This is an optimization exercise on Yosys and OpenROAD, whose aim is small area, not a production implementation.
The RTL was checked by simulation tests, not by an equivalence proof against the original design.
Power and IR drop assume default switching activity.

== exp/yarrow ==
## testReadoutTop
module testReadoutTop
(
    input  logic clkTMR,
    input  logic reset,
    input  logic triggerDisable,
    input  logic triggerMode,
    input  l1Pkg::hitWordT hitIn,
    input  logic creditReturn,
    output logic l1a,
    output l1Pkg::frameWordT frameOut,
    output logic frameValid,
    output logic overflow
);
Settings: LEC_CHECK=0, CAP_MARGIN=20, CORE_MARGIN=2, CORE_UTILIZATION=70, CTS_BUF_LIST=sky130_fd_sc_hd__clkbuf_8, CTS_CLUSTER_DIAMETER=60, CTS_CLUSTER_SIZE=18, SLEW_MARGIN=20, SYNTH_MEMORY_MAX_BITS=16384; clock period 10.0 ns.
run.sh (not shown) runs the stock make flow with config.mk's settings and CLKGATE_MAP_FILE= SYNTH_SCRIPT=/design/flow/synth_recipe.tcl, a recipe that flattens the netlist after the stock synthesis.
[inputs] exp/sierra vs exp/yarrow
diff --git a/flow/config.mk b/flow/config.mk
--- a/flow/config.mk
+++ b/flow/config.mk
@@ -9,6 +9,5 @@
 export CORE_MARGIN = 2
-export CORE_UTILIZATION = 70
-export CTS_BUF_LIST = sky130_fd_sc_hd__clkbuf_8
-export CTS_CLUSTER_DIAMETER = 60
-export CTS_CLUSTER_SIZE = 18
+export CORE_UTILIZATION = 60
+export CTS_BUF_LIST = sky130_fd_sc_hd__clkbuf_4 sky130_fd_sc_hd__clkbuf_8
+export CTS_CLUSTER_SIZE = 30
 export SLEW_MARGIN = 20
Findings:
Design area: exp/sierra vs exp/yarrow up about 8%
Diff exp/yarrow -> exp/sierra | leakage power total | up by more than 10%
Against exp/yarrow, exp/sierra reports a clock share of power that is higher.
When exp/sierra is measured against exp/yarrow, its power after layout turns out about 25% higher.
When exp/sierra is set beside exp/yarrow, its maximum clock insertion buffer count turns out to be 1 larger.
Having completed the whole flow, exp/yarrow delivered a layout that passed the timing, design-rule and antenna checks.
exp/sierra: full flow OK, the timing, design-rule and antenna checks passed
Taking exp/yarrow as the reference point, the ratio of final minimum period to clock period of exp/sierra rises by 0.64 points.
Across both runs, global routing usage on met1 was lower for exp/sierra than for exp/yarrow.
Between exp/sierra and exp/yarrow, it is exp/sierra whose first-pass GRT wire length is higher, by about 8%.
On exp/sierra: final instance count without filler cells is 560 higher than what exp/yarrow gave.
Final net count in exp/sierra vs exp/yarrow: up 188
## Diff of input files: exp/zinc against exp/sierra
diff --git a/flow/config.mk b/flow/config.mk
--- a/flow/config.mk
+++ b/flow/config.mk
@@ -9,5 +9,3 @@
 export CORE_MARGIN = 2
-export CORE_UTILIZATION = 60
-export CTS_BUF_LIST = sky130_fd_sc_hd__clkbuf_4 sky130_fd_sc_hd__clkbuf_8
-export CTS_CLUSTER_SIZE = 30
+export CORE_UTILIZATION = 40
 export SLEW_MARGIN = 20
--- outcome ---
- Compared with exp/sierra, exp/zinc shows sum of net half-perimeters after detailed placement that has gone down by a few percent.
- Compared with exp/sierra, in exp/zinc non-clock buffer count has increased; first-pass GRT wire length has decreased; final area has increased; sequential share of layout area has decreased.
Inputs modified between exp/zinc and exp/tundra:
diff --git a/flow/config.mk b/flow/config.mk
--- a/flow/config.mk
+++ b/flow/config.mk
@@ -9,3 +9,6 @@
 export CORE_MARGIN = 2
-export CORE_UTILIZATION = 40
+export CORE_UTILIZATION = 70
+export CTS_BUF_LIST = sky130_fd_sc_hd__clkbuf_16
+export CTS_CLUSTER_DIAMETER = 60
+export CTS_CLUSTER_SIZE = 32
 export SLEW_MARGIN = 20
Findings:
- Compared with exp/zinc, exp/tundra shows a higher peak fanout along the critical path.
- Changes observed in exp/tundra relative to exp/zinc: overall routing resource usage went up, final routed wirelength across all metal layers went up, cts-stage hold buffer count did not really move, die area went down.
- | share of cell area taken by multi-input logic gates | exp/tundra vs exp/zinc | 0.60 points higher |
- Of exp/tundra and exp/zinc, the higher final area belongs to exp/zinc.
Edits applied to the flow inputs when going from exp/tundra to exp/indigo:
==> flow/flow/run.sh (new file) <==
#!/bin/bash
set -o pipefail
export CTS_ARGS="-sink_clustering_enable -repair_clock_nets -dont_use_dummy_load -buf_list sky130_fd_sc_hd__clkbuf_8 -sink_clustering_size 18 -sink_clustering_max_diameter 60"
export BUFFER_PORTS_ARGS="-buffer_cell sky130_fd_sc_hd__buf_1"
bash standard.sh finish > standard_flow.log 2>&1
==> flow/standard.sh (new file) <==
#!/bin/bash
# synth_recipe.tcl (not shown) runs the flow's synth.tcl, then flattens the netlist and writes it again
# the make line also repeats each setting of config.mk as NAME=value (left out here)
make -C /OpenROAD-flow-scripts/flow DESIGN_CONFIG=/design/flow/config.mk WORK_HOME=/design/flow/orfs CLKGATE_MAP_FILE= SYNTH_SCRIPT=/design/flow/synth_recipe.tcl "${@:-finish}"
diff --git a/flow/config.mk b/flow/config.mk
--- a/flow/config.mk
+++ b/flow/config.mk
@@ -7,9 +7,9 @@
 export LEC_CHECK = 0
-export CAP_MARGIN = 20
+export CAP_MARGIN = 0
 export CORE_MARGIN = 2
 export CORE_UTILIZATION = 70
-export CTS_BUF_LIST = sky130_fd_sc_hd__clkbuf_16
+export CTS_BUF_LIST = sky130_fd_sc_hd__clkbuf_8
 export CTS_CLUSTER_DIAMETER = 60
-export CTS_CLUSTER_SIZE = 32
-export SLEW_MARGIN = 20
+export CTS_CLUSTER_SIZE = 18
+export SLEW_MARGIN = 0
 export SYNTH_MEMORY_MAX_BITS = 16384
removed: flow/run.sh
[summary]
- Wire length on exp/indigo is down relative to exp/tundra.
- From exp/indigo to exp/tundra, height of the die did not move at all.
- Reported for exp/indigo and exp/tundra, residual overflow from global routing turned out identical to the last digit.
## Diff of input files: exp/willow against exp/indigo
diff --git a/flow/config.mk b/flow/config.mk
--- a/flow/config.mk
+++ b/flow/config.mk
@@ -7,3 +7,3 @@
 export LEC_CHECK = 0
-export CAP_MARGIN = 0
+export CAP_MARGIN = 20
 export CORE_MARGIN = 2
@@ -13,3 +13,3 @@
 export CTS_CLUSTER_SIZE = 18
-export SLEW_MARGIN = 0
+export SLEW_MARGIN = 20
 export SYNTH_MEMORY_MAX_BITS = 16384
--- outcome ---
- Share of final layout cell area taken by clock buffers and inverters across exp/willow and exp/indigo: no real change.
- Summary — total met3 wirelength after detailed routing, exp/willow relative to exp/indigo: higher, by about 16%.
- From exp/indigo to exp/willow the numbers moved as follows: clock slew at the register clock pins of the worst setup and hold paths roughly the same, worst setup slack shows a reduction of 0.039 ns.
- Per-instance average area after synthesis came out exactly the same in exp/willow and exp/indigo.
- ~same overall power in exp/willow and exp/indigo
- exp/willow -> exp/indigo: layout overhead on the synthesized area flat
- Met2 track demand over resource: higher on exp/willow

## afterwards: timing with drivers on the ports
The flow's constraints put no driver on any port. The routed layouts listed below were extracted and timed again, unchanged, in two steps.
Step 1, drivers: a clkbuf_16 drives clkTMR and a buf_2 each remaining input, both assumed.
Step 2, shift: input delay + t, output delay - t, t = (earliest + latest rising clock arrival at the registers) / 2. This alone moves slack from input paths to output paths.
Slacks: ideal ports / drivers / drivers and shift; pairs: ideal ports / drivers.
run	shift t [ns]	setup WS [ns]	latest minus earliest clock arrival (ns)
exp/yarrow	0.853	3.717 / 3.656 / 4.319	0.045 / 0.045
exp/sierra	0.932	3.653 / 3.596 / 4.177	0.067 / 0.068
exp/zinc	0.830	3.570 / 3.506 / 4.335	0.037 / 0.037
exp/tundra	0.736	3.857 / 3.790 / 4.321	0.028 / 0.027
exp/indigo	0.823	4.356 / 4.293 / 4.980	0.081 / 0.082
exp/willow	0.824	4.317 / 4.254 / 4.910	0.097 / 0.097
After both steps setup and hold are still met in every run listed.
